This design comes from an exercise in tuning for small area and a short achievable clock period on the open sky130 flow, not from production work.
Function was checked by simulation only, so behaviour that the tests miss may differ from the original.
Power figures rest on the tool's default switching activity, not on a simulated workload.

==> design/flow/config.mk <==
export PLATFORM = sky130hd
export DESIGN_NAME = camera_display_top
export DESIGN_NICKNAME = camera_display_top
export VERILOG_FILES = /design/flow/design.v
export SDC_FILE = /design/flow/constraint.sdc
export NUM_CORES = 4
export LEC_CHECK = 0
export CAP_MARGIN = 8
export CORE_MARGIN = 2
export CORE_UTILIZATION = 50
export CTS_CLUSTER_DIAMETER = 80
export CTS_CLUSTER_SIZE = 24
export PLACE_DENSITY = 0.65
export SETUP_SLACK_MARGIN = 2.85
export SLEW_MARGIN = 8
==> design/flow/constraint.sdc <==
create_clock -name core_clock -period 5.0 [get_ports {video_clk}]
set_input_delay 1.0000 -clock core_clock [delete_from_list [all_inputs] [get_ports {video_clk}]]
set_output_delay 1.0000 -clock core_clock [all_outputs]
set_load 0.01 [all_outputs]
==> design/flow/design.v <==
package video_pkg;
    localparam int H_ACTIVE     = 16;                    
    localparam int H_TOTAL      = 24;                    
    localparam int H_SYNC_START = 18;                    
    localparam int H_SYNC_END   = 20;                    
    localparam int V_ACTIVE     = 8;                     
    localparam int V_TOTAL      = 12;                    
    localparam int V_SYNC_START = 9;                     
    localparam int V_SYNC_END   = 10;                    
    localparam int SYNC_DELAY   = 2;                     
    localparam int H_CNT_W      = $clog2(H_TOTAL);       
    localparam int V_CNT_W      = $clog2(V_TOTAL);       
    localparam int H_ADDR_W     = $clog2(H_ACTIVE);      
    localparam int V_ADDR_W     = $clog2(V_ACTIVE);      
    localparam int STORE_DEPTH  = H_ACTIVE * V_ACTIVE;   
    localparam int STORE_AW     = V_ADDR_W + H_ADDR_W;   
    localparam int PIX_W        = 16;                    
    typedef struct packed {
        logic [7:0] hi;                                  
        logic [7:0] lo;                                  
    } pix_bytes_t;
    typedef struct packed {
        logic [4:0] r;                                   
        logic [5:0] g;
        logic [4:0] b;
    } pix_rgb565_t;
    typedef union packed {
        pix_bytes_t  bytes;
        pix_rgb565_t rgb565;
    } pixel_word_t;
endpackage
`timescale 1ns/1ps
module camera_byte_pack (
    input  logic                           video_clk,
    input  logic                           rst_n,
    input  logic                           cam_vsync,   
    input  logic                           cam_href,    
    input  logic [7:0]                     cam_data,
    output logic                           pix_en,      
    output logic [video_pkg::STORE_AW-1:0] pix_addr,    
    output video_pkg::pixel_word_t         pix_data     
);
    logic                           vsync_q;      
    logic                           href_q;       
    logic                           byte_phase;   
    logic                           frame_full;   
    logic [video_pkg::STORE_AW-1:0] wr_ptr;       
    logic [7:0]                     hi_byte;      
    logic                           vsync_rise;
    logic                           href_fall;
    logic                           pair_done;    
    logic                           pair_store;   
    video_pkg::pixel_word_t         rx_word;      
    assign vsync_rise = cam_vsync & ~vsync_q;
    assign href_fall  = ~cam_href & href_q;
    assign pair_done  = cam_href & byte_phase & ~vsync_rise;
    assign pair_store = pair_done & ~frame_full;   
    always_comb
    begin
        rx_word.bytes.hi = hi_byte;
        rx_word.bytes.lo = cam_data;
    end
    always_ff @(posedge video_clk or negedge rst_n)
    begin
        if (!rst_n)
        begin
            vsync_q    <= 1'b0;
            href_q     <= 1'b0;
            byte_phase <= 1'b0;
            frame_full <= 1'b0;
            wr_ptr     <= '0;
        end
        else
        begin
            vsync_q <= cam_vsync;
            href_q  <= cam_href;
            if (vsync_rise)
            begin
                byte_phase <= 1'b0;                        
                frame_full <= 1'b0;
                wr_ptr     <= '0;
            end
            else if (cam_href)
            begin
                byte_phase <= ~byte_phase;
                if (pair_store)
                begin
                    wr_ptr <= wr_ptr + 1'b1;
                    if (wr_ptr == video_pkg::STORE_AW'(video_pkg::STORE_DEPTH - 1))
                    begin
                        frame_full <= 1'b1;                
                    end
                end
            end
            else if (href_fall)
            begin
                byte_phase <= 1'b0;                        
            end
        end
    end
    always_ff @(posedge video_clk)
    begin
        if (cam_href && !byte_phase)
        begin
            hi_byte <= cam_data;
        end
    end
    assign pix_en               = pair_store;
    assign pix_addr             = wr_ptr;
    assign pix_data.rgb565.r    = rx_word.rgb565.b;
    assign pix_data.rgb565.g    = rx_word.rgb565.g;
    assign pix_data.rgb565.b    = rx_word.rgb565.r;
endmodule
`timescale 1ns/1ps
module frame_store #(
    parameter int N  = video_pkg::STORE_DEPTH,
    parameter int AW = video_pkg::STORE_AW,
    parameter int W  = video_pkg::PIX_W
) (
    input  logic                           video_clk,
    input  logic                           rst_n,
    input  logic [video_pkg::STORE_AW-1:0] phase,      
    input  logic                           pix_en,     
    input  logic [video_pkg::STORE_AW-1:0] pix_addr,
    input  logic [video_pkg::PIX_W-1:0]    pix_data,
    input  logic [7:0]                     tap_lo,     
    input  logic [3:0]                     tap_hi,     
    input  logic [AW-1:0]                  rd_pos,     
    input  logic [3:0]                     rd_lag,     
    input  logic [2:0]                     rd_low,     
    output logic [video_pkg::PIX_W-1:0]    rd_data     
);
    logic [W-1:0]  ring [N];
    logic [W-1:0]  low_word [3];    
    logic          slot_sel;        
    logic [1:0]    landing;         
    logic [1:0]    waiting;         
    logic [1:0]    low;             
    logic [1:0]    low_a [2];       
    logic [AW-1:0] place [2];       
    logic [W-1:0]  data [2];
    logic [1:0]    aligned;         
    logic [1:0]    landing_c;       
    logic [1:0]    waiting_c;
    logic [1:0]    low_c;
    logic [AW-1:0] place_c [2];
    logic [1:0]    enter_c;         
    logic [AW-1:0] load_place;      
    always_ff @(posedge video_clk)
    begin
        load_place <= pix_addr + ~phase - 1'b1;
    end
    always_ff @(posedge video_clk or negedge rst_n)
    begin
        if (!rst_n)
        begin
            landing <= '0;
        end
        else
        begin
            landing <= landing_c;
        end
    end
    always_comb
    begin
        for (int s = 0; s < 2; s++)
        begin
            aligned[s]   = (place[s][1:0] == 2'b01);
            landing_c[s] = pix_en & (slot_sel == 1'(s));
            waiting_c[s] = (landing[s] | waiting[s]) & ~aligned[s] & ~low[s];
            if (landing_c[s])
            begin
                place_c[s] = load_place;
                low_c[s]   = (pix_addr < AW'(3));
            end
            else
            begin
                place_c[s] = place[s] - 1'b1;
                low_c[s]   = low[s];
            end
            enter_c[s] = (landing_c[s] | waiting_c[s]) & (place_c[s][1:0] == 2'b01) & ~low_c[s];
        end
    end
    always_ff @(posedge video_clk)
    begin
        if (pix_en)
        begin
            slot_sel <= ~slot_sel;
        end
        waiting <= waiting_c;
        for (int s = 0; s < 2; s++)
        begin
            place[s] <= place_c[s];
            low[s]   <= low_c[s];
            if (landing_c[s])
            begin
                data[s]  <= pix_data;
                low_a[s] <= pix_addr[1:0];
            end
        end
        for (int s = 0; s < 2; s++)
        begin
            for (int a = 0; a < 3; a++)
            begin
                if (landing[s] && low[s] && (low_a[s] == 2'(a)))
                begin
                    low_word[a] <= data[s];
                end
            end
        end
    end
    logic           ins_land;       
    logic           ins_wait;       
    logic           ins_slot;
    logic [7:0]     ins_lo;         
    logic [3:0]     ins_hi;
    logic [AW-1:0]  ins_place_c;
    logic [N/4-1:0] tap_en;
    logic [W-1:0]   tap_data;
    assign ins_place_c = enter_c[1] ? place_c[1] : place_c[0];
    always_ff @(posedge video_clk or negedge rst_n)
    begin
        if (!rst_n)
        begin
            ins_land <= 1'b0;
        end
        else
        begin
            ins_land <= |(enter_c & landing_c);
        end
    end
    always_ff @(posedge video_clk)
    begin
        ins_wait <= |(enter_c & waiting_c);
        ins_slot <= enter_c[1];
        for (int i = 0; i < 8; i++)
        begin
            ins_lo[i] <= (ins_place_c[4:2] == 3'(i));
        end
        for (int i = 0; i < 4; i++)
        begin
            ins_hi[i] <= (ins_place_c[6:5] == 2'(i));
        end
    end
    assign tap_data = ins_slot ? data[1] : data[0];
    always_comb
    begin
        for (int k = 0; k < N/4; k++)
        begin
            tap_en[k] = (ins_land | ins_wait) & ins_lo[k % 8] & ins_hi[k / 8];
        end
    end
    always_ff @(posedge video_clk)
    begin
        for (int p = 0; p < N; p++)
        begin
            if ((p % 4 == 0) && tap_en[p/4])
            begin
                ring[p] <= tap_data;
            end
            else
            begin
                ring[p] <= ring[(p + 1) % N];
            end
        end
    end
    logic [N/4-1:0] tap_sel;
    logic [W-1:0]   tap_word;
    logic [W-1:0]   smp [4];
    logic [3:0]     rd_lag_q;
    logic [1:0]     rd_slot;        
    logic           byp_q;
    logic [W-1:0]   byp_data_q;
    always_comb
    begin
        tap_word = '0;
        for (int k = 0; k < N/4; k++)
        begin
            tap_sel[k] = tap_lo[k % 8] & tap_hi[k / 8];
            tap_word   = tap_word | (ring[4*k] & {W{tap_sel[k]}});
        end
        for (int s = 0; s < 2; s++)
        begin
            rd_slot[s] = waiting[s] && (place[s] == rd_pos);
        end
    end
    always_ff @(posedge video_clk)
    begin
        smp[0] <= tap_word;
        for (int k = 1; k < 4; k++)
        begin
            smp[k] <= smp[k-1];
        end
        rd_lag_q   <= rd_lag;
        byp_q      <= (|rd_low) | rd_slot[0] | rd_slot[1];
        if (|rd_low)
        begin
            byp_data_q <= rd_low[0] ? low_word[0] : (rd_low[1] ? low_word[1] : low_word[2]);
        end
        else
        begin
            byp_data_q <= rd_slot[1] ? data[1] : data[0];
        end
    end
    always_comb
    begin
        rd_data = '0;
        for (int k = 0; k < 4; k++)
        begin
            rd_data = rd_data | (smp[k] & {W{rd_lag_q[k]}});
        end
        if (byp_q)
        begin
            rd_data = byp_data_q;
        end
    end
endmodule
`timescale 1ns/1ps
module raster_timing (
    input  logic                           video_clk,
    input  logic                           rst_n,
    input  logic [video_pkg::STORE_AW-1:0] phase,     
    output logic                           hs_raw,    
    output logic                           vs_raw,
    output logic                           de_raw,
    output logic [7:0]                     tap_lo,    
    output logic [3:0]                     tap_hi,    
    output logic [video_pkg::STORE_AW-1:0] rd_pos,    
    output logic [3:0]                     rd_lag,    
    output logic [2:0]                     rd_low     
);
    logic [video_pkg::H_CNT_W-1:0]  h_nxt;    
    logic [video_pkg::V_CNT_W-1:0]  v_nxt;
    logic [video_pkg::H_CNT_W-1:0]  h_ahd;    
    logic [video_pkg::V_CNT_W-1:0]  v_ahd;
    always_ff @(posedge video_clk or negedge rst_n)
    begin
        if (!rst_n)
        begin
            h_nxt <= video_pkg::H_CNT_W'(1);
            v_nxt <= '0;
            h_ahd <= video_pkg::H_CNT_W'(4);
            v_ahd <= '0;
        end
        else
        begin
            if (h_nxt == video_pkg::H_CNT_W'(video_pkg::H_TOTAL - 1))
            begin
                h_nxt <= '0;
                v_nxt <= (v_nxt == video_pkg::V_CNT_W'(video_pkg::V_TOTAL - 1)) ? '0 : v_nxt + 1'b1;
            end
            else
            begin
                h_nxt <= h_nxt + 1'b1;
            end
            if (h_ahd == video_pkg::H_CNT_W'(video_pkg::H_TOTAL - 1))
            begin
                h_ahd <= '0;
                v_ahd <= (v_ahd == video_pkg::V_CNT_W'(video_pkg::V_TOTAL - 1)) ? '0 : v_ahd + 1'b1;
            end
            else
            begin
                h_ahd <= h_ahd + 1'b1;
            end
        end
    end
    logic hs_c, vs_c, de_c;
    assign hs_c = (h_nxt >= video_pkg::H_CNT_W'(video_pkg::H_SYNC_START)) &&
                  (h_nxt <= video_pkg::H_CNT_W'(video_pkg::H_SYNC_END));        
    assign vs_c = (v_nxt >= video_pkg::V_CNT_W'(video_pkg::V_SYNC_START)) &&
                  (v_nxt <= video_pkg::V_CNT_W'(video_pkg::V_SYNC_END));        
    assign de_c = (h_nxt < video_pkg::H_CNT_W'(video_pkg::H_ACTIVE)) &&
                  (v_nxt < video_pkg::V_CNT_W'(video_pkg::V_ACTIVE));
    always_ff @(posedge video_clk or negedge rst_n)
    begin
        if (!rst_n)
        begin
            hs_raw <= 1'b0;
            vs_raw <= 1'b0;
            de_raw <= 1'b1;
        end
        else
        begin
            hs_raw <= hs_c;
            vs_raw <= vs_c;
            de_raw <= de_c;
        end
    end
    logic                           de_ahd;
    logic [video_pkg::STORE_AW-1:0] a_nxt;    
    logic [video_pkg::STORE_AW-1:0] p_nxt;    
    logic [video_pkg::STORE_AW-1:0] t_ahd;    
    logic [video_pkg::STORE_AW-1:0] p_rst;    
    logic [video_pkg::STORE_AW-1:0] t_rst;
    logic [7:0]                     tap_lo_c, tap_lo_r;
    logic [3:0]                     tap_hi_c, tap_hi_r;
    logic [3:0]                     lag_c, lag_r;
    logic [2:0]                     low_c;
    always_comb
    begin
        de_ahd = (h_ahd < video_pkg::H_CNT_W'(video_pkg::H_ACTIVE)) &&
                 (v_ahd < video_pkg::V_CNT_W'(video_pkg::V_ACTIVE));
        a_nxt  = {v_nxt[video_pkg::V_ADDR_W-1:0], h_nxt[video_pkg::H_ADDR_W-1:0]};
        p_nxt  = a_nxt + ~phase;
        t_ahd  = {v_ahd[video_pkg::V_ADDR_W-1:0], h_ahd[video_pkg::H_ADDR_W-1:0]} + ~phase;
        p_rst  = ~phase;
        t_rst  = ~phase + 2'd3;
        for (int i = 0; i < 8; i++)
        begin
            tap_lo_c[i] = (t_ahd[4:2] == 3'(i));
            tap_lo_r[i] = (t_rst[4:2] == 3'(i));
        end
        for (int i = 0; i < 4; i++)
        begin
            tap_hi_c[i] = (t_ahd[6:5] == 2'(i));
            tap_hi_r[i] = (t_rst[6:5] == 2'(i));
            lag_c[i]    = ((-p_nxt[1:0]) == 2'(i));
            lag_r[i]    = ((-p_rst[1:0]) == 2'(i));
        end
        for (int i = 0; i < 3; i++)
        begin
            low_c[i] = (a_nxt == video_pkg::STORE_AW'(i));
        end
    end
    always_ff @(posedge video_clk)
    begin
        if (!rst_n)
        begin
            tap_lo <= tap_lo_r;
            tap_hi <= tap_hi_r;
        end
        else if (de_ahd)
        begin
            tap_lo <= tap_lo_c;
            tap_hi <= tap_hi_c;
        end
        rd_pos <= rst_n ? p_nxt : p_rst;
        rd_lag <= rst_n ? lag_c : lag_r;
        rd_low <= rst_n ? low_c : 3'b001;
    end
endmodule
`timescale 1ns/1ps
module video_out_stage (
    input  logic                   video_clk,
    input  logic                   rst_n,
    input  logic                   hs_raw,
    input  logic                   vs_raw,
    input  logic                   de_raw,
    input  video_pkg::pixel_word_t rd_data,   
    output logic                   vid_hs,
    output logic                   vid_vs,
    output logic                   vid_de,
    output logic [7:0]             vid_r,
    output logic [7:0]             vid_g,
    output logic [7:0]             vid_b
);
    logic [video_pkg::SYNC_DELAY-1:0][2:0] sync_pipe;
    logic                                  de_early;   
    assign de_early = sync_pipe[video_pkg::SYNC_DELAY-2][0];
    always_ff @(posedge video_clk or negedge rst_n)
    begin
        if (!rst_n)
        begin
            sync_pipe <= '0;                           
        end
        else
        begin
            sync_pipe <= {sync_pipe[video_pkg::SYNC_DELAY-2:0], {hs_raw, vs_raw, de_raw}};
        end
    end
    assign vid_hs = sync_pipe[video_pkg::SYNC_DELAY-1][2];
    assign vid_vs = sync_pipe[video_pkg::SYNC_DELAY-1][1];
    assign vid_de = sync_pipe[video_pkg::SYNC_DELAY-1][0];
    always_ff @(posedge video_clk or negedge rst_n)
    begin
        if (!rst_n)
        begin
            vid_r <= '0;
            vid_g <= '0;
            vid_b <= '0;
        end
        else if (de_early)
        begin
            vid_r <= {rd_data.rgb565.r, 3'b000};
            vid_g <= {rd_data.rgb565.g, 2'b00};
            vid_b <= {rd_data.rgb565.b, 3'b000};
        end
        else
        begin
            vid_r <= '0;                               
            vid_g <= '0;
            vid_b <= '0;
        end
    end
endmodule
`timescale 1ns/1ps
module camera_display_top (
    input  logic       video_clk,
    input  logic       rst_n,
    input  logic       cam_vsync,
    input  logic       cam_href,
    input  logic [7:0] cam_data,
    output logic       vid_hs,
    output logic       vid_vs,
    output logic       vid_de,
    output logic [7:0] vid_r,
    output logic [7:0] vid_g,
    output logic [7:0] vid_b
);
    logic                           pix_en;    
    logic [video_pkg::STORE_AW-1:0] pix_addr;
    logic [video_pkg::PIX_W-1:0]    pix_data;  
    logic [7:0]                     tap_lo;    
    logic [3:0]                     tap_hi;    
    logic [video_pkg::STORE_AW-1:0] rd_pos;    
    logic [3:0]                     rd_lag;    
    logic [2:0]                     rd_low;    
    logic [video_pkg::PIX_W-1:0]    rd_data;
    logic [video_pkg::STORE_AW-1:0] phase;     
    logic                           hs_raw;
    logic                           vs_raw;
    logic                           de_raw;
    always_ff @(posedge video_clk)
    begin
        phase <= phase + 1'b1;
    end
    camera_byte_pack u_byte_pack (
        .video_clk (video_clk),
        .rst_n     (rst_n),
        .cam_vsync (cam_vsync),
        .cam_href  (cam_href),
        .cam_data  (cam_data),
        .pix_en    (pix_en),
        .pix_addr  (pix_addr),
        .pix_data  (pix_data)
    );
    frame_store u_store (
        .video_clk (video_clk),
        .rst_n     (rst_n),
        .phase     (phase),
        .pix_en    (pix_en),
        .pix_addr  (pix_addr),
        .pix_data  (pix_data),
        .tap_lo    (tap_lo),
        .tap_hi    (tap_hi),
        .rd_pos    (rd_pos),
        .rd_lag    (rd_lag),
        .rd_low    (rd_low),
        .rd_data   (rd_data)
    );
    raster_timing u_raster (
        .video_clk (video_clk),
        .rst_n     (rst_n),
        .phase     (phase),
        .hs_raw    (hs_raw),
        .vs_raw    (vs_raw),
        .de_raw    (de_raw),
        .tap_lo    (tap_lo),
        .tap_hi    (tap_hi),
        .rd_pos    (rd_pos),
        .rd_lag    (rd_lag),
        .rd_low    (rd_low)
    );
    video_out_stage u_out (
        .video_clk (video_clk),
        .rst_n     (rst_n),
        .hs_raw    (hs_raw),
        .vs_raw    (vs_raw),
        .de_raw    (de_raw),
        .rd_data   (rd_data),
        .vid_hs    (vid_hs),
        .vid_vs    (vid_vs),
        .vid_de    (vid_de),
        .vid_r     (vid_r),
        .vid_g     (vid_g),
        .vid_b     (vid_b)
    );
endmodule
==> design/flow/run.sh <==
#!/bin/bash
# synth_recipe.tcl (not shown) runs the flow's synth.tcl, then flattens the netlist and writes it again
# the make line also repeats each setting of config.mk as NAME=value (left out here)
make -C /OpenROAD-flow-scripts/flow DESIGN_CONFIG=/design/flow/config.mk WORK_HOME=/design/flow/orfs CLKGATE_MAP_FILE= SYNTH_SCRIPT=/design/flow/synth_recipe.tcl finish
==> impl_metrics.toml, run 1 <==
[cts]
cts-root-buf = "clkbuf_16"
cts_htree_levels = 3
clk_pin_slew_ns = 0.10
worstSkewPairLatency_ns = 0.73
ctsHoldBuffers = 0
clock-sinks = 2355
cts_tree = "done"
cts_buffers = 109
clock_path_buffers = 3

[critical_path]
required_ns = 4.00
cp_max_fo = 1
crit_path_max_incr_delay_ns = 0.40
cp-start-kind = "flip-flop"
slowest_stage = "dfrtp_1"
crit_chain = "buf_2"
critPathTopFamily = "flip-flops"
arrival_ns = 1.26
crit_path_end_kind = "primary output"
path_buf_inv = 1
critPathKind = "reg2out"

[sta]
worst_pin_slew_ns = 1.034
drv_slew = 0
max_freq_mhz = 442.8
min_period_over_period = 0.4517
setup_viol = 0
setup_tns_ns = 0
timing.slew.headroom = 0.2971
rsz0062_at_grt = "true"
finalCriticalPeriod_ns = 2.258
finalClockSkew_ns = 0.02581
hold_violations = 0

[finish]
syn2layout_area_growth_pct = 9.887
fin_area_mm2 = 0.06793
finalNetCount = 4852
final_common_cell = "dfxtp_1"
fillers = 10150
drive_above_1_share = 0.09440
mostFrequentLayoutCells = "2187 x dfxtp_1, 589 x nand2_1, 559 x o21ai_0"

[global_route]
grt_max_degree = 78
track_usage = 0.2332
antenna_found_initial = 6
grt_pass1_vias = 32810
grt_overflow = 0
grt_pass1_wl_um = 216800

[logic_synthesis]
synth_edf_count = 105
yosysTopAreaCellShare = 0.7102
synthFlopType = "dfxtp_1"
yosys_register_bits = 2355
syn-instance-count = 4781
syn_area_mm2 = 0.06182
ys_types = 72
syn_area_per_cell_um2 = 12.93
synth_largest_area_cell = "dfxtp_1"
synth_area_leaders = "dfxtp_1 71%, edfxtp_1 5.1%, o21ai_0 4.5%"
seq_area_frac_synth = 0.7843
synthArstFlopShare = 0.02420
yosysWarnings = 12

[routing]
drcViolationCount = 0
drt_iter0_markers = 3720
post_drt_wl_per_cell_um = 23.29
vias_per_cell = 5.294
ant_nets = 0
vias = 34210
totalWireLength_um = 150500
first_pass_iters = 6

[power]
powerDensity_mw_per_mm2 = 443.6
leakagePower_nw = 25.71
total_power_mw = 30.13
peakVddDrop_uv = 334.9

[run_status]
outcome = "no timing/DRC/antenna violations"

[placed_design]
portBuffers = 30
dp_hpwl_um = 81810
place_area_mm2 = 0.06402
routabilityCongestion = 0.8080

[floorplanning]
fp.dieH_um = 355.6
initial_core_util = 0.5020
dieArea_mm2 = 0.1265
rows = 129
core_area_mm2 = 0.1232
io_pins = 39
die_w_um = 355.6

[worst_hold_path]
hold_path_class = "reg2reg"

[flow_run]
maxCapViolations = 0
==> worst paths after layout <==
path,endpoint,cells past startpoint,slack (ns),from
hold / removal,u_store.ring[34][10],0,0.32,u_store.ring[35][10]
min in group asynchronous,u_out.sync_pipe[4],2,0.52,rst_n
max in group asynchronous,u_byte_pack.wr_ptr[1],2,3.94,rst_n
setup / recovery,vid_hs,1,2.74,u_out.sync_pipe[5]
setup reg to reg,u_store.smp[0][10],6,2.88,u_raster.tap_hi[2]
hold reg to reg,u_store.ring[34][10],0,0.32,u_store.ring[35][10]
==> repair_timing <==
| item | 4_1_cts | 5_1_grt |
|---|---|---|
| pin swaps | 4 | 17 |
| setup buffers | 40 | 21 |
| gates cloned | 2 | 3 |
| gates resized for setup | 123 | 59 |
| hold endpoints to repair | 0 | 0 |
| endpoints found under the setup margin | 200 | 112 |
==> state kept, by name, summed over array words and instances (netlist names), 7 cells and up <==
register / flops
u_store.ring: 2048
u_store.smp: 64
u_store.low_word: 48
u_store.data: 32
u_store.byp_data_q: 16
u_store.place: 14
u_byte_pack.hi_byte: 8
u_raster.tap_lo: 8
u_store.ins_lo: 8
phase: 7
u_byte_pack.wr_ptr: 7
u_raster.rd_pos: 7
u_store.load_place: 7
==> logic make-up (layout without fill, tap and decap cells) <==
| family | after synthesis | after routing | share of synthesized area |
|---|---|---|---|
| AO/OA/AOI/OAI | 1046 | 1046 | 0.1041 |
| XOR/XNOR | 58 | 58 | 0.008217 |
| adder cells (fa/ha/maj) | 40 | 40 | 0.008339 |
| buffers and inverters | 336 | 366 | 0.02117 |
| flip-flops | 2355 | 2355 | 0.7843 |
| multiplexers | 92 | 94 | 0.01619 |
| other | 1 | 13 | 0.00006066 |
| AND/OR/NAND/NOR | 853 | 853 | 0.05764 |
==> power by group <==
| group | leakage [nW] | internal (mW) | switching (mW) |
|---|---|---|---|
| clock network | 1.43 | 4.02 | 5.57 |
| logic | 4.85 | 0.379 | 0.541 |
| registers | 19.4 | 19.3 | 0.322 |
| total | 25.7 | 23.7 | 6.43 |
==> cell type report <==
cell class | count | area (µm²) | area share
Clock inverter | 8 | 107.6 | 0.001584
Clock buffer | 123 | 2811 | 0.04139
Sequential cell | 2355 | 48510 | 0.7141
Antenna cell | 5 | 12.51 | 0.0001842
Multi-Input combinational cell | 2099 | 12540 | 0.1846
Tap cell | 1637 | 2048 | 0.03015
Inverter | 62 | 286.5 | 0.004218
Timing Repair Buffer | 173 | 1615 | 0.02378
==> layer usage <==
| layer | vias up | global-route usage | routed length, µm |
|---|---|---|---|
| li1 | 16140 | - | - |
| met1 | 16860 | 0.3318 | 68690 |
| met2 | 978 | 0.3710 | 68430 |
| met3 | 238 | 0.03134 | 8468 |
| met4 | 0 | 0.07237 | 4913 |
| met5 | - | 0 | 0 |
==> cells in the mapped netlist, types with 8 or more instances <==
cell type / count
dfxtp_1: 2193
nand2b_1: 8
clkbuf_1: 223
a31oi_1: 29
xnor2_1: 42
a22o_1: 72
o22ai_1: 34
a222oi_1: 40
buf_4: 9
ha_1: 38
nor2_1: 68
buf_1: 36
nor3_1: 19
and3_1: 9
xor2_1: 16
nand3_1: 60
dfrtp_1: 54
a221oi_1: 13
nor4_1: 9
nand4_1: 10
nor2b_1: 13
mux2i_1: 37
nand2_1: 622
o21ai_0: 562
mux2_2: 54
edfxtp_1: 105
a21o_1: 8
a22oi_1: 166
inv_1: 59
a21oi_1: 74
or3_1: 8
==> through the flow <==
step / util / cells / setup WS (ns) / hold slack (ns)
2_1_floorplan: - / 4788 / 2.632 / 0.3096
3_3_place_gp: 0.5198 / 6260 / 1.536 / 0.3096
3_5_place_dp: 0.5198 / 6260 / 1.487 / 0.3121
4_1_cts: 0.5475 / 6433 / 2.657 / 0.3232
5_1_grt: 0.5515 / 6457 / 2.662 / 0.3244
6_report: 0.5516 / 6462 / 2.742 / 0.3161
==> inputs of run 2 (changes only) <==
--- a/design/flow/config.mk
+++ b/design/flow/config.mk
@@ -8,8 +8,8 @@
 export CAP_MARGIN = 8
 export CORE_MARGIN = 2
 export CORE_UTILIZATION = 50
-export CTS_CLUSTER_DIAMETER = 80
-export CTS_CLUSTER_SIZE = 24
+export CTS_CLUSTER_DIAMETER = 90
+export CTS_CLUSTER_SIZE = 27
 export PLACE_DENSITY = 0.65
 export SETUP_SLACK_MARGIN = 2.85
 export SLEW_MARGIN = 8
==> run 2 against run 1 <==
Critical path depth is the same. Sequential power is essentially flat. Global-route usage shrank 0.070 points. Core utilization shrank 0.24 points. Routed wire length grew 0.10%. Largest power group unchanged. Highest routed layer unchanged.
==> impl_metrics.toml, run 2 <==
[critical_path]
critPathTopFamily = "flip-flops"
slowest_stage = "dfrtp_1"
cp-start-kind = "flip-flop"
cp_max_fo = 1
required_ns = 4.00
worstSetupStartpoint = "u_out.sync_pipe[5]"
arrival_ns = 1.25
critPathKind = "reg2out"
crit_chain = "buf_2"
path_buf_inv = 1
crit_path_end_kind = "primary output"
r2r_start = "u_raster.tap_hi[1]"
crit_path_max_incr_delay_ns = 0.40

[global_route]
antenna_found_initial = 4
grt-busiest-layer = "met2"
track_usage = 0.2325
grt_overflow = 0
grt_use_met2 = 0.3739
use_met1 = 0.3302
grt_pass1_wl_um = 216600
grt_max_degree = 78
grt_pass1_vias = 32820
use_met3 = 0.03129

[worst_hold_path]
hold_path_class = "reg2reg"
min_from = "u_store.ring[14][10]"

[sta]
setup_viol = 0
rsz0062_at_grt = "true"
timing.slew.headroom = 0.2798
hold_ws_ns = 0.3150
min_period_over_period = 0.4507
hold_violations = 0
worst_pin_slew_ns = 1.059
setup_ws_ns = 2.746
setup_tns_ns = 0
max_freq_mhz = 443.7
finalClockSkew_ns = 0.02764
finalCriticalPeriod_ns = 2.254
drv_slew = 0

[finish]
finalNetCount = 4836
top_register = "u_store.ring"
largest_reg_flops = 2048
drive_above_1_share = 0.09201
syn2layout_area_growth_pct = 9.418
mostFrequentLayoutCells = "2187 x dfxtp_1, 589 x nand2_1, 559 x o21ai_0"
final_cells = 6445
largest_registers = "u_store.ring (2048), u_store.smp (64), u_store.low_word (48)"
final_common_cell = "dfxtp_1"

[placed_design]
portBuffers = 30
pre_cts_ws_ns = 1.487
routabilityCongestion = 0.8080
dp_hpwl_um = 81810
dp_cells = 6260

[routing]
totalWireLength_um = 150700
ant_nets = 0
drt_iter0_markers = 3733
post_drt_wl_per_cell_um = 23.38
first_pass_iters = 7
vias_per_cell = 5.301
drcViolationCount = 0
vias = 34170

[cts]
clock_path_buffers = 3
clk_pin_slew_ns = 0.10
cts_buffers = 97
cts_htree_levels = 3
clock-sinks = 2355
worstSkewPairLatency_ns = 0.73
cts-root-buf = "clkbuf_16"
ctsHoldBuffers = 0
cts_tree = "done"

[logic_synthesis]
synth.most_common_cell = "dfxtp_1"
syn_area_mm2 = 0.06182
synthArstFlopShare = 0.02420
synthTopCellsByCount = "2193 x dfxtp_1, 622 x nand2_1, 562 x o21ai_0, 223 x clkbuf_1, 166 x a22oi_1"
synth_largest_area_cell = "dfxtp_1"
yosys_register_bits = 2355
yosysWarnings = 12
synth_area_leaders = "dfxtp_1 71%, edfxtp_1 5.1%, o21ai_0 4.5%"
synth_edf_count = 105
ys_types = 72
synthFlopType = "dfxtp_1"
syn_area_per_cell_um2 = 12.93
seq_area_frac_synth = 0.7843
yosysTopAreaCellShare = 0.7102
syn-instance-count = 4781

[power]
p_int_mw = 23.37
total_power_mw = 29.72
powerDensity_mw_per_mm2 = 439.3
comb_power_share = 0.031
p_seq_frac = 0.661
sw_frac_of_total = 0.2136
power_frac_clock = 0.308
p_switching_mw = 6.346
peakVddDrop_uv = 392.2
leakagePower_nw = 25.56

[flow_run]
maxCapViolations = 0

[floorplanning]
rows = 129
die_w_um = 355.6
initial_core_util = 0.5020
fp.dieH_um = 355.6
io_pins = 39
dieArea_mm2 = 0.1265
core_area_mm2 = 0.1232

[run_status]
outcome = "no timing/DRC/antenna violations"
-- run 2: cell counts after synthesis --
No cell type changed its count.
-- run 2: worst paths after layout --
kind	to	slack, ns	cells after the start
min in group asynchronous	u_raster.hs_raw	0.53	2
min	u_store.ring[13][10]	0.32	0
max reg2reg	u_store.smp[0][3]	2.84	7
max	vid_hs	2.75	1
min reg2reg	u_store.ring[13][10]	0.32	0
max in group asynchronous	u_byte_pack.wr_ptr[1]	3.94	2
-- run 2: kinds of logic after synthesis --
group | count (synthesis) | share of synthesized area
xor gates and xnor gates | 58 | 0.008217
DFF | 2355 | 0.7843
AOI/OAI and AO/OA | 1046 | 0.1041
and+or+nand+nor | 853 | 0.05764
buffers and inverters | 336 | 0.02117
adders and majority gates | 40 | 0.008339
other | 1 | 0.00006066
muxes | 92 | 0.01619
-- run 2: power groups by stage --
| stage | clock (mW) | combinational, mW | sequential (mW) |
|---|---|---|---|
| 2_1_floorplan | 0 | 0.611 | 19.9 |
| 3_3_place_gp | 0 | 0.798 | 20.0 |
| 3_5_place_dp | 0 | 0.816 | 20.0 |
| 4_1_cts | 9.29 | 0.855 | 19.6 |
| 5_1_grt | 9.95 | 1.01 | 19.7 |
| 6_report | 9.16 | 0.924 | 19.6 |
-- run 2: area by class of cell --
class                           instances  area (µm²)
Sequential cell                      2355       48510
Inverter                               62       300.3
Timing Repair Buffer                  169        1584
Antenna cell                            4       10.01
Clock buffer                          112        2567
Fill cell                           10170       55510
Clock inverter                          7       90.09
Multi-Input combinational cell       2099       12530
Tap cell                             1637        2048
-- run 2: stage by stage --
stage	area [µm²]	utilization
final	67640	0.5492
after global routing	67630	0.5492
after CTS	67110	0.5449
after detailed placement	64020	0.5198
after global placement	64020	0.5198
after floorplan	61930	-
-- run 2: timing repair --
| action | 4_1_cts | 5_1_grt |
|---|---|---|
| setup endpoints to repair | 199 | 111 |
| pin swaps | 6 | 17 |
| buffers inserted | 33 | 24 |
| gates cloned | 2 | 3 |
| resized for setup | 125 | 59 |
-- run 2: metal layers --
layer / part of all wire / vias up
met2: 0.46 / 947
met5: 0 / -
met3: 0.061 / 226
li1: - / 16110
met4: 0.031 / 0
met1: 0.45 / 16880
==> inputs of run 3 (changes only) <==
--- a/design/flow/config.mk
+++ b/design/flow/config.mk
@@ -10,6 +10,6 @@
 export CORE_UTILIZATION = 50
 export CTS_CLUSTER_DIAMETER = 90
 export CTS_CLUSTER_SIZE = 27
-export PLACE_DENSITY = 0.65
+export PLACE_DENSITY = 0.72
 export SETUP_SLACK_MARGIN = 2.85
 export SLEW_MARGIN = 8
==> run 3 against run 2 <==
Still clean on timing, DRC and antenna. Final cell count shrank 0.42%. Clock power shrank 1%. Design area is 0.20% lower. Die area did not move. Routed wire length shrank 2.4%. Critical path depth up 4. Area after synthesis unchanged. Sequential share of layout area is 0.14 points higher. Maximum frequency decreased by 1.1%. Register-to-register slack lost 0.12 ns. Power decreased by 0.29%. Combinational power grew 2%. Critical endpoint is now u_store.ring[76][1].
==> impl_metrics.toml, run 3 <==
[flow_run]
maxCapViolations = 0

[sta]
min_period_over_period = 0.4558
timing.slew.headroom = 0.3686
worst_pin_slew_ns = 0.9287
hold_violations = 0
drv_slew = 0
rsz0062_at_grt = "true"
finalCriticalPeriod_ns = 2.279
max_freq_mhz = 438.8
setup_ws_ns = 2.721
hold_ws_ns = 0.2855
finalClockSkew_ns = 0.02766
setup_viol = 0
setup_tns_ns = 0

[logic_synthesis]
yosysTopAreaCellShare = 0.7102
synthFlopType = "dfxtp_1"
syn_area_per_cell_um2 = 12.93
synth_area_leaders = "dfxtp_1 71%, edfxtp_1 5.1%, o21ai_0 4.5%"
synth_largest_area_cell = "dfxtp_1"
yosysWarnings = 12
seq_area_frac_synth = 0.7843
synthTopCellsByCount = "2193 x dfxtp_1, 622 x nand2_1, 562 x o21ai_0, 223 x clkbuf_1, 166 x a22oi_1"
synthArstFlopShare = 0.02420
yosys_register_bits = 2355
ys_types = 72
synth_edf_count = 105
syn-instance-count = 4781
synth.most_common_cell = "dfxtp_1"
syn_area_mm2 = 0.06182

[placed_design]
portBuffers = 30
pre_cts_ws_ns = 1.511
dp_cells = 6238
dp_hpwl_um = 80660
place_area_mm2 = 0.06381
routabilityCongestion = 0.8139

[finish]
multi_input_area_mm2 = 0.01268
largest_registers = "u_store.ring (2048), u_store.smp (64), u_store.low_word (48)"
fillers = 9856
final_cells = 6418
post-route-util = 0.5481
largest_reg_flops = 2048
seq_area_mm2 = 0.04851
final_common_cell = "dfxtp_1"
syn2layout_area_growth_pct = 9.195
top_register = "u_store.ring"
finalNetCount = 4814
mostFrequentLayoutCells = "2187 x dfxtp_1, 591 x nand2_1, 557 x o21ai_0"
fin_area_mm2 = 0.06750
drive_above_1_share = 0.08808

[power]
peakVddDrop_uv = 276.1
leakagePower_nw = 25.70
powerDensity_mw_per_mm2 = 438.9
total_power_mw = 29.63

[floorplanning]
dieArea_mm2 = 0.1265
initial_core_util = 0.5020
core_area_mm2 = 0.1232
die_w_um = 355.6
fp.dieH_um = 355.6
io_pins = 39
rows = 129

[critical_path]
cp_max_fo = 32
required_ns = 5.54
cp-start-kind = "flip-flop"
crit_path_end_kind = "flip-flop"
worstSetupStartpoint = "u_store.ins_land"
r2r_start = "u_store.ins_land"
critPathKind = "reg2reg"
arrival_ns = 2.82
ff2ff_path_depth = 5

[cts]
clock_path_buffers = 3
cts-root-buf = "clkbuf_16"
clock-sinks = 2355
cts_tree = "done"
clk_pin_slew_ns = 0.11
cts_htree_levels = 3
worstSkewPairLatency_ns = 0.72
cts_buffers = 97

[global_route]
antenna_found_initial = 2
grt_max_degree = 53
grt_pass1_vias = 33140
use_met3 = 0.03554
grt_overflow = 0
grt_use_met2 = 0.3505
use_met1 = 0.3284
grt_pass1_wl_um = 213300
track_usage = 0.2261
grt-busiest-layer = "met2"

[routing]
first_pass_iters = 7
drt_iter0_markers = 3822
drcViolationCount = 0
post_drt_wl_per_cell_um = 22.91
vias_per_cell = 5.392
ant_nets = 0
totalWireLength_um = 147100
vias = 34610

[run_status]
outcome = "no timing/DRC/antenna violations"

[worst_hold_path]
hold_path_class = "in2async"
-- run 3: cell counts after synthesis --
Identical to the previous run, type by type.
-- run 3: power breakdown --
group	internal, mW	switching (mW)	leakage [nW]
Sequential	19.3	0.343	19.4
Clock	3.60	5.44	1.27
Combinational	0.388	0.550	5.00
Total	23.3	6.34	25.7
-- run 3: logic make-up after synthesis --
| logic type | share of synthesized area |
|---|---|
| muxes | 0.01619 |
| xor gates and xnor gates | 0.008217 |
| adders and majority gates | 0.008339 |
| and+or+nand+nor | 0.05764 |
| DFF | 0.7843 |
| other | 0.00006066 |
| AOI/OAI and AO/OA | 0.1041 |
| buffers and inverters | 0.02117 |
-- run 3: what timing repair did --
item	4_1_cts	5_1_grt
setup buffers	27	27
setup endpoints to repair	520	487
pin swaps	9	31
gates cloned	5	3
resized for setup	145	67
hold buffers	0	0
-- run 3: critical path: stages, from the launching register on --
cell and delay [ns]:
dfrtp_1 0.35, nor2_2 0.09, nor2b_2 0.74, nand2_4 0.56
nand2_1 0.21, o21ai_0 0.12
-- run 3: final cells by class --
cell class / instances / share of cell area
clock buffer: 110 / 0.03700
multi-input combinational: 2099 / 0.1878
clock inverter: 7 / 0.001520
inverter: 62 / 0.004078
antenna: 1 / 0.00003707
sequential: 2355 / 0.7186
tap: 1637 / 0.03034
timing repair buffer: 147 / 0.02065
-- run 3: routing by layer --
| metal | vias up | wire [µm] |
|---|---|---|
| li1 | 16060 | - |
| met3 | 232 | 11200 |
| met2 | 1157 | 65230 |
| met5 | - | 0 |
| met4 | 0 | 4827 |
| met1 | 17160 | 65800 |
-- run 3: worst paths after layout --
| kind | slack (ns) | endpoint |
|---|---|---|
| max | 2.72 | u_store.ring[76][1] |
| min | 0.29 | u_out.sync_pipe[0] |
| max reg2reg | 2.72 | u_store.ring[76][1] |
| min reg2reg | 0.31 | u_store.ring[45][1] |
| max in group asynchronous | 3.70 | u_out.vid_r[3] |
| min in group core_clock | 0.31 | u_store.ring[45][1] |
==> inputs of run 4 (changes only) <==
--- a/design/flow/config.mk
+++ b/design/flow/config.mk
@@ -8,8 +8,8 @@
 export CAP_MARGIN = 8
 export CORE_MARGIN = 2
 export CORE_UTILIZATION = 50
-export CTS_CLUSTER_DIAMETER = 90
-export CTS_CLUSTER_SIZE = 27
-export PLACE_DENSITY = 0.72
+export CTS_CLUSTER_DIAMETER = 100
+export CTS_CLUSTER_SIZE = 30
+export PLACE_DENSITY = 0.65
 export SETUP_SLACK_MARGIN = 2.85
 export SLEW_MARGIN = 8
==> run 4 against run 3 <==
Still clean. Setup slack gained 0.028 ns. Worst hold slack better by 0.038 ns. Clock power is 3.4% lower. Sequential cell count stayed put. Combinational power down 2.1%. Largest power group unchanged. Highest routed layer unchanged.
==> impl_metrics.toml, run 4 <==
[critical_path]
r2r_start = "u_raster.tap_hi[1]"
crit_path_max_incr_delay_ns = 0.40
required_ns = 4.00
crit_path_end_kind = "primary output"
critPathKind = "reg2out"
regToRegSetupSlack_ns = 2.77
cp_max_fo = 1
arrival_ns = 1.25
crit_chain = "buf_2"
path_buf_inv = 1
ff2ff_path_depth = 7
rr_endpoint = "u_store.smp[0][3]"
slowest_stage = "dfrtp_1"
cp-start-kind = "flip-flop"
critPathTopFamily = "flip-flops"

[routing]
post_drt_wl_per_cell_um = 23.36
vias = 33950
first_pass_iters = 7
vias_per_cell = 5.281
drcViolationCount = 0
drt_iter0_markers = 3521
totalWireLength_um = 150200
ant_nets = 0

[global_route]
grt_max_degree = 78
grt_pass1_wl_um = 215300
grt_pass1_vias = 32480
track_usage = 0.2316
antenna_found_initial = 4
grt_overflow = 0

[finish]
mostFrequentLayoutCells = "2187 x dfxtp_1, 589 x nand2_1, 559 x o21ai_0"
largest_registers = "u_store.ring (2048), u_store.smp (64), u_store.low_word (48)"
syn2layout_area_growth_pct = 8.875
post-route-util = 0.5465
top_register = "u_store.ring"
finalNetCount = 4824
final_common_cell = "dfxtp_1"
fin_area_mm2 = 0.06730
drive_above_1_share = 0.08914
largest_reg_flops = 2048
seq_area_mm2 = 0.04851
fillers = 10200
multi_input_area_mm2 = 0.01253

[logic_synthesis]
synthTopCellsByCount = "2193 x dfxtp_1, 622 x nand2_1, 562 x o21ai_0, 223 x clkbuf_1, 166 x a22oi_1"
syn-instance-count = 4781
synthFlopType = "dfxtp_1"
yosys_register_bits = 2355
syn_area_mm2 = 0.06182
yosysWarnings = 12
synth_area_leaders = "dfxtp_1 71%, edfxtp_1 5.1%, o21ai_0 4.5%"
synth_largest_area_cell = "dfxtp_1"
synth.most_common_cell = "dfxtp_1"
ys_types = 72
seq_area_frac_synth = 0.7843
yosysTopAreaCellShare = 0.7102
synth_edf_count = 105
synthArstFlopShare = 0.02420
syn_area_per_cell_um2 = 12.93

[power]
leakagePower_nw = 25.41
sw_frac_of_total = 0.2136
p_seq_frac = 0.671
powerDensity_mw_per_mm2 = 435.0
p_switching_mw = 6.254
peakVddDrop_uv = 376.2
p_int_mw = 23.02
total_power_mw = 29.28
comb_power_share = 0.031
power_frac_clock = 0.298

[cts]
worstSkewPairLatency_ns = 0.71
clk_pin_slew_ns = 0.11
cts-root-buf = "clkbuf_16"
cts_tree = "done"
cts_htree_levels = 3
cts_buffers = 88
clock_path_buffers = 3
ctsHoldBuffers = 0
clock-sinks = 2355

[sta]
max_freq_mhz = 444.2
setup_tns_ns = 0
setup_viol = 0
setup_ws_ns = 2.749
timing.slew.headroom = 0.3182
worst_pin_slew_ns = 1.003
finalCriticalPeriod_ns = 2.251
finalClockSkew_ns = 0.02449
drv_slew = 0
hold_violations = 0
min_period_over_period = 0.4502
rsz0062_at_grt = "true"

[placed_design]
dp_hpwl_um = 81810
place_area_mm2 = 0.06402
pre_cts_ws_ns = 1.487
portBuffers = 30
routabilityCongestion = 0.8080

[worst_hold_path]
hold_path_class = "reg2reg"
holdPathEnd = "u_store.ring[122][15]"
min_from = "u_store.ring[123][15]"
hold_depth = 0

[floorplanning]
initial_core_util = 0.5020
rows = 129
io_pins = 39
die_w_um = 355.6
fp.dieH_um = 355.6
dieArea_mm2 = 0.1265
core_area_mm2 = 0.1232

[run_status]
outcome = "no timing/DRC/antenna violations"

[flow_run]
maxCapViolations = 0
-- run 4: cell counts after synthesis --
Identical to the previous run, type by type.
-- run 4: kinds of logic (layout without fill, tap and decap cells) --
group                    Yosys count  count (layout)  share of synthesized area
adder cells (fa/ha/maj)           40              40                   0.008339
multiplexers                      92              94                    0.01619
flip-flops                      2355            2355                     0.7843
AO/OA/AOI/OAI                   1046            1046                     0.1041
XOR/XNOR                          58              58                   0.008217
other                              1               9                 0.00006066
buffers and inverters            336             336                    0.02117
AND/OR/NAND/NOR                  853             853                    0.05764
-- run 4: repair_timing --
action,in CTS,in global routing
pin swaps,5,20
endpoints found under the setup margin,200,113
buffers inserted,32,23
hold endpoints to repair,0,0
resized for setup,125,54
gates cloned,2,2
-- run 4: layout make-up --
type | instances | area share
Antenna cell | 1 | 0.00003718
Clock buffer | 101 | 0.03422
Clock inverter | 7 | 0.001301
Inverter | 62 | 0.004257
Multi-Input combinational cell | 2099 | 0.1861
Sequential cell | 2355 | 0.7208
Tap cell | 1637 | 0.03043
Timing Repair Buffer | 166 | 0.02285
-- run 4: worst max path at each step --
| stage | startpoint | endpoint | slack, ns | cells after the start |
|---|---|---|---|---|
| CTS | u_out.sync_pipe[5] | vid_hs | 2.68 | 1 |
| floorplan | cam_vsync | u_store.ins_lo[0] | 2.63 | 7 |
| detailed placement | cam_vsync | u_store.ins_hi[0] | 1.49 | 7 |
| global route | u_out.sync_pipe[5] | vid_hs | 2.68 | 1 |
| finish | u_out.sync_pipe[5] | vid_hs | 2.75 | 1 |
| global placement | cam_vsync | u_store.ins_hi[0] | 1.54 | 7 |
-- run 4: metal layers --
| layer | GRT usage | wire (µm) |
|---|---|---|
| met1 | 0.3313 | 69750 |
| met2 | 0.3694 | 68500 |
| met3 | 0.03093 | 7803 |
| met4 | 0.06542 | 4119 |
| met5 | 0 | 0 |
-- run 4: power groups by stage --
stage / Clock, mW / Sequential (mW) / Combinational (mW)
2_1_floorplan: 0 / 19.9 / 0.611
3_3_place_gp: 0 / 20.0 / 0.798
3_5_place_dp: 0 / 20.0 / 0.816
4_1_cts: 8.85 / 19.6 / 0.856
5_1_grt: 9.52 / 19.7 / 0.999
6_report: 8.73 / 19.6 / 0.918
-- run 4: stage by stage --
step | std cells | hold slack [ns]
after floorplan | 4788 | 0.3096
after CTS | 6402 | 0.3174
final | 6428 | 0.3237
after global placement | 6260 | 0.3096
after global routing | 6427 | 0.3324
after detailed placement | 6260 | 0.3121
==> inputs of run 5 (changes only) <==
--- a/design/flow/config.mk
+++ b/design/flow/config.mk
@@ -8,8 +8,8 @@
 export CAP_MARGIN = 8
 export CORE_MARGIN = 2
 export CORE_UTILIZATION = 50
-export CTS_CLUSTER_DIAMETER = 100
-export CTS_CLUSTER_SIZE = 30
+export CTS_CLUSTER_DIAMETER = 90
+export CTS_CLUSTER_SIZE = 27
 export PLACE_DENSITY = 0.65
-export SETUP_SLACK_MARGIN = 2.85
+export SETUP_SLACK_MARGIN = 2.78
 export SLEW_MARGIN = 8
==> run 5 against run 4 <==
Still clean. Global-route usage grew 0.35 points. Critical path type unchanged. Register-to-register slack is essentially flat. Worst hold slack lost 0.062 ns. Maximum frequency grew 0.39%. Combinational power shrank 0.8%. Largest cell class unchanged. Setup slack gained 0.0087 ns. Die area is the same. Routed wire length is essentially flat. Via count grew 0.38%.
==> impl_metrics.toml, run 5 <==
[run_status]
outcome = "no timing/DRC/antenna violations"

[sta]
finalCriticalPeriod_ns = 2.242
setup_viol = 0
setup_tns_ns = 0
timing.slew.headroom = 0.2283
drv_slew = 0
max_freq_mhz = 446.0
hold_violations = 0
rsz0062_at_grt = "true"
min_period_over_period = 0.4485
finalClockSkew_ns = 0.02631
worst_pin_slew_ns = 1.153

[logic_synthesis]
seq_area_frac_synth = 0.7843
syn_area_mm2 = 0.06182
synth_largest_area_cell = "dfxtp_1"
yosysTopAreaCellShare = 0.7102
synth_edf_count = 105
synthTopCellsByCount = "2193 x dfxtp_1, 622 x nand2_1, 562 x o21ai_0, 223 x clkbuf_1, 166 x a22oi_1"
ys_types = 72
synthArstFlopShare = 0.02420
synth.most_common_cell = "dfxtp_1"
synth_area_leaders = "dfxtp_1 71%, edfxtp_1 5.1%, o21ai_0 4.5%"
yosys_register_bits = 2355
syn-instance-count = 4781
yosysWarnings = 12
synthFlopType = "dfxtp_1"
syn_area_per_cell_um2 = 12.93

[routing]
drcViolationCount = 0
drt_iter0_markers = 3485
ant_nets = 0
totalWireLength_um = 150200
vias = 34070
post_drt_wl_per_cell_um = 23.38
first_pass_iters = 5
vias_per_cell = 5.304

[finish]
seq_area_mm2 = 0.04850
post-route-util = 0.5468
drive_above_1_share = 0.08588
final_cells = 6424
multi_input_area_mm2 = 0.01245
fin_area_mm2 = 0.06734
finalNetCount = 4821
largest_registers = "u_store.ring (2048), u_store.smp (64), u_store.low_word (48)"
top_register = "u_store.ring"
largest_reg_flops = 2048
final_common_cell = "dfxtp_1"
syn2layout_area_growth_pct = 8.938
mostFrequentLayoutCells = "2188 x dfxtp_1, 589 x nand2_1, 559 x o21ai_0"
fillers = 10190

[floorplanning]
core_area_mm2 = 0.1232
die_w_um = 355.6
io_pins = 39
initial_core_util = 0.5020
fp.dieH_um = 355.6
dieArea_mm2 = 0.1265
rows = 129

[critical_path]
cp.depth = 1
crit_chain = "buf_2"
slowest_stage = "dfrtp_1"
regToRegSetupSlack_ns = 2.78
crit_path_end_kind = "primary output"
rr_endpoint = "u_store.smp[0][9]"
worstSetupStartpoint = "u_out.vid_r[7]"
crit_path_max_incr_delay_ns = 0.39
r2r_start = "u_raster.tap_hi[3]"
required_ns = 4.00
arrival_ns = 1.24
critPathTopFamily = "flip-flops"
critPathKind = "reg2out"
cp-start-kind = "flip-flop"
cp-endpoint = "vid_r[7]"
ff2ff_path_depth = 6
cp_max_fo = 1
path_buf_inv = 1

[cts]
cts_tree = "done"
worstSkewPairLatency_ns = 0.72
ctsHoldBuffers = 0
clock-sinks = 2355
clock_path_buffers = 3
cts_htree_levels = 3
clk_pin_slew_ns = 0.11
cts-root-buf = "clkbuf_16"
cts_buffers = 97

[placed_design]
portBuffers = 30
routabilityCongestion = 0.8191
place_area_mm2 = 0.06399
dp_hpwl_um = 82260
dp_cells = 6260

[global_route]
grt_pass1_vias = 32980
grt_pass1_wl_um = 219300
track_usage = 0.2351
antenna_found_initial = 5
grt_max_degree = 53
grt_overflow = 0

[power]
peakVddDrop_uv = 335.9
leakagePower_nw = 25.45
powerDensity_mw_per_mm2 = 439.4

[flow_run]
maxCapViolations = 0

[worst_hold_path]
hold_path_class = "in2async"
run 5: cell types whose count changed in the layout (fill, tap and decap cells not counted), moves of 3 or more:
| cell | change |
|---|---|
| clkbuf_16 | +7 |
| buf_6 | -6 |
| inv_1 | +4 |
| bufbuf_16 | +3 |
| dfxtp_4 | -3 |
| mux2i_4 | -3 |
run 5: repair_timing:
action | CTS | global route
pin swaps | 7 | 10
gates resized for setup | 116 | 37
cloned | 4 | 0
hold endpoints to repair | 0 | 0
buffers inserted | 36 | 7
setup endpoints to repair | 174 | 133
run 5: how the worst min path moves through the flow:
stage,slack (ns),startpoint,depth (start not counted),end
after detailed placement,0.31,u_store.ring[31][5],0,u_store.ring[30][5]
after global placement,0.31,u_store.ring[95][3],0,u_store.ring[94][3]
final,0.26,rst_n,1,u_raster.v_nxt[3]
after floorplan,0.31,u_raster.rd_lag[0],0,u_store.rd_lag_q[0]
after global routing,0.27,rst_n,1,u_raster.h_nxt[1]
after CTS,0.23,rst_n,1,u_raster.v_nxt[3]
run 5: per-stage QoR:
step                hold slack [ns]  worst slack, ns  power (mW)
floorplan                    0.3096            2.632       20.49
global placement             0.3096            1.605       20.84
detailed placement           0.3121            1.561       20.86
CTS                          0.2341            2.509       29.65
global route                 0.2676            2.607       30.50
finish                       0.2615            2.758       29.59
run 5: where the power goes:
part           internal [mW]  switching [mW]  leakage [nW]
registers               19.3           0.311          19.4
clock network           3.59            5.47          1.26
logic                  0.368           0.543          4.76
total                   23.3            6.32          25.5
run 5: metal layers:
metal | up-vias | share of wire | global-route usage
met5 | - | 0.00024 | 0
met4 | 6 | 0.026 | 0.06271
met3 | 217 | 0.053 | 0.03119
met2 | 872 | 0.46 | 0.3756
met1 | 16930 | 0.46 | 0.3377
li1 | 16050 | - | -
run 5: layout make-up:
cell class | count | share of cell area
diodes | 1 | 0.00003716
clock buffers | 109 | 0.03703
clock inverters | 7 | 0.001486
inverters | 62 | 0.004050
multi-input cells | 2097 | 0.1848
flip-flops and latches | 2355 | 0.7202
well taps | 1637 | 0.03041
repair buffers | 156 | 0.02198
run 5: logic make-up (layout without fill, tap and decap cells):
group	Yosys count	count (layout)	synth area share
flops	2355	2355	0.7843
compound gates	1046	1046	0.1041
fa+ha+maj	40	40	0.008339
simple gates	853	853	0.05764
other cells	1	9	0.00006066
buf+inv	336	334	0.02117
mux	92	92	0.01619
xor+xnor	58	58	0.008217
==> inputs of run 6 (changes only) <==
--- a/design/flow/config.mk
+++ b/design/flow/config.mk
@@ -11,5 +11,5 @@
 export CTS_CLUSTER_DIAMETER = 90
 export CTS_CLUSTER_SIZE = 27
 export PLACE_DENSITY = 0.65
-export SETUP_SLACK_MARGIN = 2.78
+export SETUP_SLACK_MARGIN = 2.95
 export SLEW_MARGIN = 8
==> run 6 against run 5 <==
Still clean on timing, DRC and antenna. Clock-buffer cell count unchanged. Clock skew up 0.0073 ns. Power up 0.58%. First-iteration DRC count up 7.8%. Sequential cell count unchanged. Clock power up 1%.
==> impl_metrics.toml, run 6 <==
[sta]
hold_ws_ns = 0.2466
max_freq_mhz = 425.7
finalClockSkew_ns = 0.03362
setup_tns_ns = 0
drv_slew = 0
timing.slew.headroom = 0.2759
min_period_over_period = 0.4699
rsz0062_at_grt = "true"
finalCriticalPeriod_ns = 2.349
setup_ws_ns = 2.651
worst_pin_slew_ns = 1.085
setup_viol = 0
hold_violations = 0

[cts]
cts_buffers = 98
clk_pin_slew_ns = 0.10
clock-sinks = 2355
clock_path_buffers = 3
worstSkewPairLatency_ns = 0.73
cts_tree = "done"
cts_htree_levels = 3
cts-root-buf = "clkbuf_16"

[critical_path]
crit_chain = "buf_6"
crit_path_max_incr_delay_ns = 0.49
critPathKind = "reg2out"
cp.depth = 1
slowest_stage = "dfrtp_2"
required_ns = 4.00
ff2ff_path_depth = 7
crit_path_end_kind = "primary output"
regToRegSetupSlack_ns = 2.81
worstSetupStartpoint = "u_out.vid_g[2]"
cp-endpoint = "vid_g[2]"
cp_max_fo = 1
critPathTopFamily = "flip-flops"
path_buf_inv = 1
rr_endpoint = "u_store.smp[0][8]"
arrival_ns = 1.35
r2r_start = "u_raster.tap_hi[0]"
cp-start-kind = "flip-flop"

[logic_synthesis]
synth_edf_count = 105
synth.most_common_cell = "dfxtp_1"
syn_area_mm2 = 0.06182
synthFlopType = "dfxtp_1"
synthTopCellsByCount = "2193 x dfxtp_1, 622 x nand2_1, 562 x o21ai_0, 223 x clkbuf_1, 166 x a22oi_1"
synthArstFlopShare = 0.02420
synth_largest_area_cell = "dfxtp_1"
yosysWarnings = 12
seq_area_frac_synth = 0.7843
syn_area_per_cell_um2 = 12.93
yosysTopAreaCellShare = 0.7102
ys_types = 72
synth_area_leaders = "dfxtp_1 71%, edfxtp_1 5.1%, o21ai_0 4.5%"
syn-instance-count = 4781
yosys_register_bits = 2355

[finish]
mostFrequentLayoutCells = "2187 x dfxtp_1, 588 x nand2_1, 554 x o21ai_0"
seq_area_mm2 = 0.04851
final_common_cell = "dfxtp_1"
drive_above_1_share = 0.09967
fin_area_mm2 = 0.06799
largest_registers = "u_store.ring (2048), u_store.smp (64), u_store.low_word (48)"
top_register = "u_store.ring"
multi_input_area_mm2 = 0.01268
largest_reg_flops = 2048
final_cells = 6454
fillers = 10010
syn2layout_area_growth_pct = 9.982
finalNetCount = 4850
post-route-util = 0.5521

[placed_design]
portBuffers = 30
dp_cells = 6253
place_area_mm2 = 0.06399
pre_cts_ws_ns = 1.527
routabilityCongestion = 0.8112
dp_hpwl_um = 82190

[global_route]
antenna_found_initial = 5
grt_overflow = 0
track_usage = 0.2352
grt_max_degree = 63
grt_pass1_vias = 32810
grt_pass1_wl_um = 219000

[floorplanning]
rows = 129
io_pins = 39
fp.dieH_um = 355.6
core_area_mm2 = 0.1232
initial_core_util = 0.5020
dieArea_mm2 = 0.1265
die_w_um = 355.6

[routing]
ant_nets = 0
drt_iter0_markers = 3756
vias = 34170
drcViolationCount = 0
vias_per_cell = 5.294
first_pass_iters = 6
post_drt_wl_per_cell_um = 23.46
totalWireLength_um = 151400

[flow_run]
maxCapViolations = 0

[run_status]
outcome = "no timing/DRC/antenna violations"

[worst_hold_path]
hold_path_class = "in2async"

[power]
total_power_mw = 29.76
powerDensity_mw_per_mm2 = 437.7
leakagePower_nw = 25.81
peakVddDrop_uv = 397.4
## run 6: where the power goes
group | switching (mW) | internal (mW) | total [mW]
registers | 0.326 | 19.3 | 19.6
logic | 0.559 | 0.404 | 0.963
clock network | 5.52 | 3.64 | 9.16
total | 6.40 | 23.4 | 29.8
## run 6: cell type report
| type | count | area share |
|---|---|---|
| multi-input combinational | 2098 | 0.1866 |
| antenna | 1 | 0.00003681 |
| tap | 1637 | 0.03013 |
| inverter | 62 | 0.004141 |
| timing repair buffer | 182 | 0.02659 |
| sequential | 2355 | 0.7135 |
| timing repair inverter | 1 | 0.0001288 |
| clock inverter | 9 | 0.001951 |
| clock buffer | 109 | 0.03699 |
## run 6: cells by family (layout without fill, tap and decap cells)
group                      after synthesis  count (layout)  share of synthesized area
DFF                                   2355            2355                     0.7843
AOI/OAI and AO/OA                     1046            1046                     0.1041
and+or+nand+nor                        853             853                    0.05764
buffers and inverters                  336             363                    0.02117
muxes                                   92              93                    0.01619
xor gates and xnor gates                58              58                   0.008217
adders and majority gates               40              40                   0.008339
other                                    1               9                 0.00006066
## run 6: how the worst min path moves through the flow
| stage | start | end | cells after the start |
|---|---|---|---|
| finish | rst_n | u_out.vid_g[2] | 1 |
| global placement | u_store.ring[22][7] | u_store.ring[21][7] | 0 |
| CTS | u_store.ring[30][3] | u_store.ring[29][3] | 0 |
| global route | rst_n | u_out.vid_g[2] | 1 |
| detailed placement | u_store.ring[106][11] | u_store.ring[105][11] | 0 |
| floorplan | u_raster.rd_lag[0] | u_store.rd_lag_q[0] | 0 |
## run 6: what timing repair did
item | 4_1_cts | 5_1_grt
cloned | 8 | 2
endpoints found under the setup margin | 532 | 166
resized for setup | 178 | 59
hold buffers | 0 | 0
pin swaps | 21 | 36
buffers inserted | 57 | 15
## run 6: routing by layer
layer	part of all wire	wire, µm	global-route usage
met1	0.46	70100	0.3354
met2	0.46	69000	0.3779
met3	0.050	7580	0.02899
met4	0.031	4744	0.06712
met5	0.000073	11	0
==> inputs of run 7 (changes only) <==
--- a/design/flow/config.mk
+++ b/design/flow/config.mk
@@ -7,9 +7,9 @@
 export LEC_CHECK = 0
 export CAP_MARGIN = 8
 export CORE_MARGIN = 2
-export CORE_UTILIZATION = 50
+export CORE_UTILIZATION = 46
 export CTS_CLUSTER_DIAMETER = 90
 export CTS_CLUSTER_SIZE = 27
-export PLACE_DENSITY = 0.65
-export SETUP_SLACK_MARGIN = 2.95
+export PLACE_DENSITY = 0.62
+export SETUP_SLACK_MARGIN = 2.85
 export SLEW_MARGIN = 8
==> run 7 against run 6 <==
Still clean. Sequential power barely moved. Design area barely moved. Final cell count rose by 1.9%. Clock-buffer cell count rose by 2. Register-to-register slack barely moved. Largest power group unchanged.
==> impl_metrics.toml, run 7 <==
[logic_synthesis]
yosysWarnings = 12
synth_adder_area_share = 0.008339
yosysTopAreaCellShare = 0.7102
synth_edf_count = 105
synth_compound_area_frac = 0.1041
synthTopCellsByCount = "2193 x dfxtp_1, 622 x nand2_1, 562 x o21ai_0, 223 x clkbuf_1, 166 x a22oi_1"
synthArstFlopShare = 0.02420
synth_mux_area_frac = 0.01619
synth.most_common_cell = "dfxtp_1"
syn-instance-count = 4781
yosys_register_bits = 2355
ys_types = 72
syn_area_per_cell_um2 = 12.93
synth_top_family_by_area = "compound AO/OA/AOI/OAI gates"
synthFlopType = "dfxtp_1"
synth_area_leaders = "dfxtp_1 71%, edfxtp_1 5.1%, o21ai_0 4.5%"
synth_largest_area_cell = "dfxtp_1"
synth-xor-area-share = 0.008217
syn_area_mm2 = 0.06182
seq_area_frac_synth = 0.7843
synth-simple-area-share = 0.05764

[floorplanning]
core_area_mm2 = 0.1335
initial_core_util = 0.4632
io_pins = 39
die_w_um = 370.6
dieArea_mm2 = 0.1373
rows = 134
fp.dieH_um = 370.6

[routing]
vias = 34240
ant_nets = 0
drt_iter0_markers = 3413
drcViolationCount = 0
first_pass_iters = 6
totalWireLength_um = 154600
post_drt_wl_per_cell_um = 23.50
vias_per_cell = 5.207

[critical_path]
slowest_stage = "dfrtp_1"
path_buf_inv = 1
cp-start-kind = "flip-flop"
crit_path_max_incr_delay_ns = 0.38
cp_max_fo = 1
required_ns = 4.00
regToRegSetupSlack_ns = 2.82
critPathTopFamily = "flip-flops"
critPathKind = "reg2out"
crit_chain = "buf_2"
arrival_ns = 1.27
crit_path_end_kind = "primary output"

[finish]
syn2layout_area_growth_pct = 9.958
largest_registers = "u_store.ring (2048), u_store.smp (64), u_store.low_word (48)"
largest_reg_flops = 2048
final_cells = 6576
top_register = "u_store.ring"
final_common_cell = "dfxtp_1"
drive_above_1_share = 0.09409
fin_area_mm2 = 0.06797
post-route-util = 0.5093
fillers = 11480
mostFrequentLayoutCells = "2187 x dfxtp_1, 589 x nand2_1, 559 x o21ai_0"
finalNetCount = 4835

[sta]
setup_tns_ns = 0
finalClockSkew_ns = 0.03321
timing.slew.headroom = 0.3455
min_period_over_period = 0.4544
finalCriticalPeriod_ns = 2.272
worst_pin_slew_ns = 0.9627
drv_slew = 0
hold_ws_ns = 0.3046
hold_violations = 0
max_freq_mhz = 440.2
rsz0062_at_grt = "true"
setup_ws_ns = 2.728
setup_viol = 0

[global_route]
track_usage = 0.2219
grt_max_degree = 60
grt_overflow = 0
antenna_found_initial = 5
grt_pass1_vias = 32840
grt_pass1_wl_um = 222800

[placed_design]
pre_cts_ws_ns = 1.528
dp_hpwl_um = 84070
place_area_mm2 = 0.06416
routabilityCongestion = 0.7961
portBuffers = 30
dp_cells = 6389

[cts]
clock-sinks = 2355
clk_pin_slew_ns = 0.10
cts_tree = "done"
cts-root-buf = "clkbuf_16"
worstSkewPairLatency_ns = 0.76
cts_htree_levels = 3
clock_path_buffers = 3
cts_buffers = 98

[flow_run]
maxCapViolations = 0

[power]
p_int_mw = 23.42
sw_frac_of_total = 0.2155
powerDensity_mw_per_mm2 = 439.1
p_seq_frac = 0.658
total_power_mw = 29.85
leakagePower_nw = 25.66
p_switching_mw = 6.432
power_frac_clock = 0.310
comb_power_share = 0.032
peakVddDrop_uv = 344.7

[run_status]
outcome = "no timing/DRC/antenna violations"

[worst_hold_path]
hold_path_class = "reg2reg"
run 7: cell count changes in the layout (fill, tap and decap cells not counted), sizes merged, moves of 2 or more:
cell | before | now
diode | 1 | 4
inv | 61 | 59
clkinvlp | 5 | 7
buf | 167 | 154
run 7: cells by family (layout without fill, tap and decap cells):
kind of cell | Yosys count | in the layout
flops | 2355 | 2355
compound gates | 1046 | 1046
mux | 92 | 94
other cells | 1 | 12
xor+xnor | 58 | 58
buf+inv | 336 | 350
simple gates | 853 | 853
fa+ha+maj | 40 | 40
run 7: repair_timing:
action,in CTS,in global routing
cloned,6,0
endpoints found under the setup margin,267,192
pin swaps,10,26
endpoints found under the hold margin,0,0
hold buffers,0,0
buffers inserted,40,16
resized for setup,148,56
run 7: final timing paths:
path,startpoint,end,cells past startpoint
max in group asynchronous,rst_n,u_byte_pack.wr_ptr[1],2
min in group asynchronous,rst_n,u_raster.h_nxt[4],1
min reg2reg,u_store.ring[123][1],u_store.ring[122][1],0
max reg2reg,u_raster.tap_lo[5],u_store.smp[0][3],7
max,u_out.vid_g[4],vid_g[4],1
min,u_store.ring[123][1],u_store.ring[122][1],0
run 7: area by class of cell:
cell class	instances	area, µm²	area share
clock inverter	10	146.4	0.002154
timing repair buffer	167	1598	0.02351
antenna	4	10.01	0.0001473
inverter	62	286.5	0.004215
sequential	2355	48510	0.7136
multi-input combinational	2099	12670	0.1864
tap	1768	2212	0.03254
clock buffer	111	2544	0.03742
run 7: power by group through the flow:
stage          clock [mW]  combinational, mW  sequential [mW]
4_1_cts              9.41              0.896             19.6
3_5_place_dp            0              0.822             20.0
6_report             9.27              0.951             19.6
5_1_grt              10.1               1.04             19.7
2_1_floorplan           0              0.611             19.9
3_3_place_gp            0              0.808             20.0
run 7: metal layers:
layer | wire length, µm | up-vias | part of all wire | track usage
li1 | - | 16120 | - | -
met1 | 72320 | 17120 | 0.47 | 0.3184
met3 | 7409 | 185 | 0.048 | 0.02720
met4 | 3457 | 2 | 0.022 | 0.04928
met5 | 12 | - | 0.000078 | 0
met2 | 71370 | 821 | 0.46 | 0.3601

[what the ideal ports hide]
The flow's constraints put no driver on any port. The routed layouts listed below were extracted and timed again, unchanged, in two steps.
Step 1: set_driving_cell puts a clkbuf_16 on video_clk and a buf_2 on each other input, an assumption about the parent block.
Step 2 times the ports against the registers' clock, not the clock port: input delays grow and output delays shrink by t, the midpoint of the rising clock arrivals with the driver on.
a / b / c = ideal ports / drivers / drivers and shift; a / b = the first two.
run	t (ns)	slack for setup (ns)	worst slew at a driven data input, ns
run 1	0.790	2.742 / 2.669 / 2.211	0.07
run 2	0.788	2.746 / 2.674 / 2.111	0.07
run 3	0.778	2.721 / 2.651 / 2.131	0.07
run 4	0.775	2.749 / 2.677 / 2.188	0.07
run 5	0.776	2.758 / 2.685 / 2.087	0.04
run 6	0.792	2.651 / 2.571 / 2.285	0.04
run 7	0.816	2.728 / 2.659 / 2.195	0.04
After both steps every run listed still meets setup and hold. The setup slack of run 5, which loses most, moves by -0.073 ns with the drivers and by -0.671 ns with both steps.
